Background: an optimization exercise with open tools, aiming at small area, a short achievable clock period and few clock cycles per item. Do not read the settings as production practice. Function was checked by simulation only, so behaviour that the tests miss may differ from the original.

==> inputs of run a <==
==> flow/design.v (excerpt) <==
module salsa20_core (
   input  logic         clk,
   input  logic         rst_n,
   input  logic [255:0] key,
   input  logic [63:0]  nonce,
   input  logic [63:0]  ctr_init,
   input  logic         ctr_load,
   input  logic         start,
   output logic [511:0] ks_block,
   output logic         ks_valid,
   input  logic         ks_ready,
   output logic         busy,
   output logic [63:0]  ctr
);
   salsa_block_ctrl u_ctrl (
      .clk(clk), .rst_n(rst_n), .key(key), .nonce(nonce), .ctr_init(ctr_init),
      .ctr_load(ctr_load), .start(start), .ks_block(ks_block), .ks_valid(ks_valid),
      .ks_ready(ks_ready), .busy(busy), .ctr(ctr));
endmodule
==> module salsa_qr, before the edit <==
module salsa_qr (
   input  logic [31:0] a_i,
   input  logic [31:0] b_i,
   input  logic [31:0] c_i,
   input  logic [31:0] d_i,
   output logic [31:0] a_o,
   output logic [31:0] b_o,
   output logic [31:0] c_o,
   output logic [31:0] d_o
);
   logic [31:0] s0, s1, s2, s3;
   assign s0  = a_i + d_i;
   assign b_o = b_i ^ {s0[24:0], s0[31:25]};
   assign s1  = b_o + a_i;
   assign c_o = c_i ^ {s1[22:0], s1[31:23]};
   assign s2  = c_o + b_o;
   assign d_o = d_i ^ {s2[18:0], s2[31:19]};
   assign s3  = d_o + c_o;
   assign a_o = a_i ^ {s3[13:0], s3[31:14]};
endmodule
==> module salsa_block_ctrl, before the edit <==
module salsa_block_ctrl (
   input  logic         clk,
   input  logic         rst_n,
   input  logic [255:0] key,
   input  logic [63:0]  nonce,
   input  logic [63:0]  ctr_init,
   input  logic         ctr_load,
   input  logic         start,
   output logic [511:0] ks_block,
   output logic         ks_valid,
   input  logic         ks_ready,
   output logic         busy,
   output logic [63:0]  ctr
);
   localparam logic [31:0] SIGMA0 = 32'h6170_7865;
   localparam logic [31:0] SIGMA1 = 32'h3320_646e;
   localparam logic [31:0] SIGMA2 = 32'h7962_2d32;
   localparam logic [31:0] SIGMA3 = 32'h6b20_6574;
   logic [511:0] st;         
   logic [255:0] key_r;
   logic [63:0]  nonce_r;
   logic [4:0]   rnd;
   logic [511:0] init_in;    
   logic [511:0] init_reg;   
   logic [511:0] hr_out;
   logic [511:0] ff_sum;
   logic         last;
   assign init_in  = {SIGMA0, key[255:128], SIGMA1, nonce,
                      ctr[31:0], ctr[63:32], SIGMA2, key[127:0], SIGMA3};
   assign init_reg = {SIGMA0, key_r[255:128], SIGMA1, nonce_r,
                      ctr[31:0], ctr[63:32], SIGMA2, key_r[127:0], SIGMA3};
   salsa_dr_core u_hr (.s_i(st), .s_o(hr_out));
   always_comb begin
      ff_sum = '0;
      for (int i = 0; i < 16; i++) begin
         ff_sum[511-32*i -: 32] = st[511-32*i -: 32] + init_reg[511-32*i -: 32];
      end
   end
   assign last     = (rnd == 5'd20);
   assign ks_block = st;
   always_ff @(posedge clk) begin
      if (!busy) begin
         st      <= init_in;
         key_r   <= key;
         nonce_r <= nonce;
         rnd     <= '0;
      end else if (!ks_valid) begin
         st  <= last ? ff_sum : hr_out;
         rnd <= rnd + 5'd1;
      end
   end
   always_ff @(posedge clk or negedge rst_n) begin
      if (!rst_n) begin
         busy     <= 1'b0;
         ks_valid <= 1'b0;
         ctr      <= '0;
      end else if (!busy) begin
         if (ctr_load) ctr <= ctr_init;
         else if (start) busy <= 1'b1;
      end else if (!ks_valid) begin
         if (last) ks_valid <= 1'b1;
      end else if (ks_ready) begin
         ks_valid <= 1'b0;
         busy     <= 1'b0;
         ctr      <= ctr + 64'd1;
      end
   end
endmodule
Settings: LEC_CHECK=0, CAP_MARGIN=20, CORE_MARGIN=2, CORE_UTILIZATION=40, SETUP_SLACK_MARGIN=0.3, SLEW_MARGIN=20; clock period 13.0 ns.
run.sh (not shown) runs the stock make flow with config.mk's settings and CLKGATE_MAP_FILE= SYNTH_SCRIPT=/design/flow/synth_recipe.tcl, a recipe that flattens the netlist after the stock synthesis.
==> inputs of run b, as changes to run a <==
--- a/flow/design.v
+++ b/flow/design.v
@@ -1 +1,59 @@
+module salsa_add (
+   input  logic [31:0] x,
+   input  logic [31:0] y,
+   output logic [31:0] s
+);
+   function automatic logic [31:0] add_sk(input logic [31:0] a, input logic [31:0] b);
+      logic [31:0] p0, p, g, pn, gn;
+      p0 = a ^ b;
+      p  = p0;
+      g  = a & b;
+      for (int l = 0; l < 5; l++) begin
+         pn = p;
+         gn = g;
+         for (int i = 0; i < 32; i++) begin
+            if (((i >> l) & 1) == 1) begin
+               gn[i] = g[i] | (p[i] & g[((i >> l) << l) - 1]);
+               pn[i] = p[i] & p[((i >> l) << l) - 1];
+            end
+         end
+         p = pn;
+         g = gn;
+      end
+      add_sk = p0 ^ {g[30:0], 1'b0};
+   endfunction
+   assign s = add_sk(x, y);
+endmodule
+module salsa_addxor #(
+   parameter int R = 7
+) (
+   input  logic [31:0] x,
+   input  logic [31:0] y,
+   input  logic [31:0] w,
+   output logic [31:0] z
+);
+   function automatic logic [31:0] carries(input logic [31:0] a, input logic [31:0] b);
+      logic [31:0] p, g, pn, gn;
+      p = a ^ b;
+      g = a & b;
+      for (int l = 0; l < 5; l++) begin
+         pn = p;
+         gn = g;
+         for (int i = 0; i < 32; i++) begin
+            if (((i >> l) & 1) == 1) begin
+               gn[i] = g[i] | (p[i] & g[((i >> l) << l) - 1]);
+               pn[i] = p[i] & p[((i >> l) << l) - 1];
+            end
+         end
+         p = pn;
+         g = gn;
+      end
+      carries = {g[30:0], 1'b0};
+   endfunction
+   logic [31:0] p, c, wp;
+   assign p  = x ^ y;
+   assign c  = carries(x, y);
+   assign wp = w ^ {p[31-R:0], p[31:32-R]};
+   assign z  = wp ^ {c[31-R:0], c[31:32-R]};
+endmodule
 module salsa_qr (
@@ -10,11 +68,6 @@
 );
-   logic [31:0] s0, s1, s2, s3;
-   assign s0  = a_i + d_i;
-   assign b_o = b_i ^ {s0[24:0], s0[31:25]};
-   assign s1  = b_o + a_i;
-   assign c_o = c_i ^ {s1[22:0], s1[31:23]};
-   assign s2  = c_o + b_o;
-   assign d_o = d_i ^ {s2[18:0], s2[31:19]};
-   assign s3  = d_o + c_o;
-   assign a_o = a_i ^ {s3[13:0], s3[31:14]};
+   salsa_addxor #(.R(7))  u_s0 (.x(a_i), .y(d_i), .w(b_i), .z(b_o));
+   salsa_addxor #(.R(9))  u_s1 (.x(b_o), .y(a_i), .w(c_i), .z(c_o));
+   salsa_addxor #(.R(13)) u_s2 (.x(c_o), .y(b_o), .w(d_i), .z(d_o));
+   salsa_addxor #(.R(18)) u_s3 (.x(d_o), .y(c_o), .w(a_i), .z(a_o));
 endmodule
@@ -75,7 +128,5 @@
    salsa_dr_core u_hr (.s_i(st), .s_o(hr_out));
-   always_comb begin
-      ff_sum = '0;
-      for (int i = 0; i < 16; i++) begin
-         ff_sum[511-32*i -: 32] = st[511-32*i -: 32] + init_reg[511-32*i -: 32];
-      end
+   for (genvar i = 0; i < 16; i++) begin : g_ff
+      salsa_add u_ff (.x(st[511-32*i -: 32]), .y(init_reg[511-32*i -: 32]),
+                      .s(ff_sum[511-32*i -: 32]));
    end
CORE_UTILIZATION = 52   (was 40)
SETUP_SLACK_MARGIN = 2   (was 0.3)
==> inputs of run c, as changes to run a <==
--- a/flow/design.v
+++ b/flow/design.v
@@ -1 +1,27 @@
+module salsa_add (
+   input  logic [31:0] x,
+   input  logic [31:0] y,
+   output logic [31:0] s
+);
+   function automatic logic [31:0] add_sk(input logic [31:0] a, input logic [31:0] b);
+      logic [31:0] p0, p, g, pn, gn;
+      p0 = a ^ b;
+      p  = p0;
+      g  = a & b;
+      for (int l = 0; l < 5; l++) begin
+         pn = p;
+         gn = g;
+         for (int i = 0; i < 32; i++) begin
+            if (((i >> l) & 1) == 1) begin
+               gn[i] = g[i] | (p[i] & g[((i >> l) << l) - 1]);
+               pn[i] = p[i] & p[((i >> l) << l) - 1];
+            end
+         end
+         p = pn;
+         g = gn;
+      end
+      add_sk = p0 ^ {g[30:0], 1'b0};
+   endfunction
+   assign s = add_sk(x, y);
+endmodule
 module salsa_qr (
@@ -11,9 +37,9 @@
    logic [31:0] s0, s1, s2, s3;
-   assign s0  = a_i + d_i;
+   salsa_add u_s0 (.x(a_i), .y(d_i), .s(s0));
    assign b_o = b_i ^ {s0[24:0], s0[31:25]};
-   assign s1  = b_o + a_i;
+   salsa_add u_s1 (.x(b_o), .y(a_i), .s(s1));
    assign c_o = c_i ^ {s1[22:0], s1[31:23]};
-   assign s2  = c_o + b_o;
+   salsa_add u_s2 (.x(c_o), .y(b_o), .s(s2));
    assign d_o = d_i ^ {s2[18:0], s2[31:19]};
-   assign s3  = d_o + c_o;
+   salsa_add u_s3 (.x(d_o), .y(c_o), .s(s3));
    assign a_o = a_i ^ {s3[13:0], s3[31:14]};
@@ -75,7 +101,5 @@
    salsa_dr_core u_hr (.s_i(st), .s_o(hr_out));
-   always_comb begin
-      ff_sum = '0;
-      for (int i = 0; i < 16; i++) begin
-         ff_sum[511-32*i -: 32] = st[511-32*i -: 32] + init_reg[511-32*i -: 32];
-      end
+   for (genvar i = 0; i < 16; i++) begin : g_ff
+      salsa_add u_ff (.x(st[511-32*i -: 32]), .y(init_reg[511-32*i -: 32]),
+                      .s(ff_sum[511-32*i -: 32]));
    end
ABC_AREA = 1   (was default)
==> summary.txt <==
Status: run b no timing/DRC/antenna violations; run c no timing/DRC/antenna violations; run a no timing/DRC/antenna violations
Tot GR Track Use: run b 53.0%; run c 44.0%; run a 44.2%
Clk_buf instances: run b 142; run c 133; run a 141
Routed vias: run b 75000; run c 85700; run a 84100
HPWL reported at the end of detailed placement: run b 317 mm; run c 387 mm; run a 392 mm
Slew at the pin closest to its max-slew limit: run b 1.35 ns; run c 1.34 ns; run a 1.33 ns
Violation count after the first detailed-route iteration: run b 10700; run c 11600; run a 11400
Fraction of synthesized area in multiplexers: run b 0.694%; run c 0%; run a 0.626%
First-pass detailed-route iteration total: run b 9; run c 10; run a 6
Non-clock buffers, area share: run b 13.0%; run c 11.0%; run a 12.5%
Final Instance Area: run b 0.0930 mm2; run c 0.0992 mm2; run a 0.101 mm2
Via density per instance: run b 6.93; run c 5.88; run a 6.46
Number of combinational gates with multiple inputs: run b 6224; run c 8129; run a 7611
Worst setup path startpoint: run b u_ctrl.st[449]; run c u_ctrl.st[448]; run a u_ctrl.st[289]
Antenna fix cells: run b 45; run c 36; run a 47
Number of fill cells: run b 11400; run c 20100; run a 19200
Delay of the slowest critical-path stage: run b 0.98 ns; run c 0.70 ns; run a 0.59 ns
Met3 capacity usage during global routing: run b 20.5%; run c 8.79%; run a 10.7%
Met2 track demand over resource in global routing: run b 74.8%; run c 64.2%; run a 64.5%
Detailed-routed wire length on met2: run b 161 mm; run c 196 mm; run a 201 mm
Testbench counts of run a, summed over its fixed seeds: cycles 5,888, blocks 256.
Testbench counts of run b, summed over its fixed seeds: cycles 5,888, blocks 256.
Testbench counts of run c, summed over its fixed seeds: cycles 5,888, blocks 256.

==> afterwards: timing with drivers on the ports <==
In the flow no input, the clock included, has a driving cell. The finished layouts below were timed again as built, in two steps. Step 1 sets driving cells, clkbuf_16 on the clock port and buf_2 on the other inputs (assumed; they add their load-dependent delay and slew). Step 2 times the ports against the registers' clock, not the clock port: input delays grow and output delays shrink by t, the midpoint of the rising clock arrivals with the driver on. Slacks: ideal ports / drivers / drivers and shift; pairs: ideal ports / drivers.
| run | shift t [ns] | slack for setup (ns) | worst slew at a driven data input, ns |
|---|---|---|---|
| run a | 0.907 | 0.688 / 0.688 / 0.688 | 0.25 |
| run b | 0.847 | 2.229 / 2.229 / 2.229 | 0.24 |
| run c | 0.912 | 1.519 / 1.519 / 1.519 | 0.26 |
After both steps setup and hold are still met in every run listed.
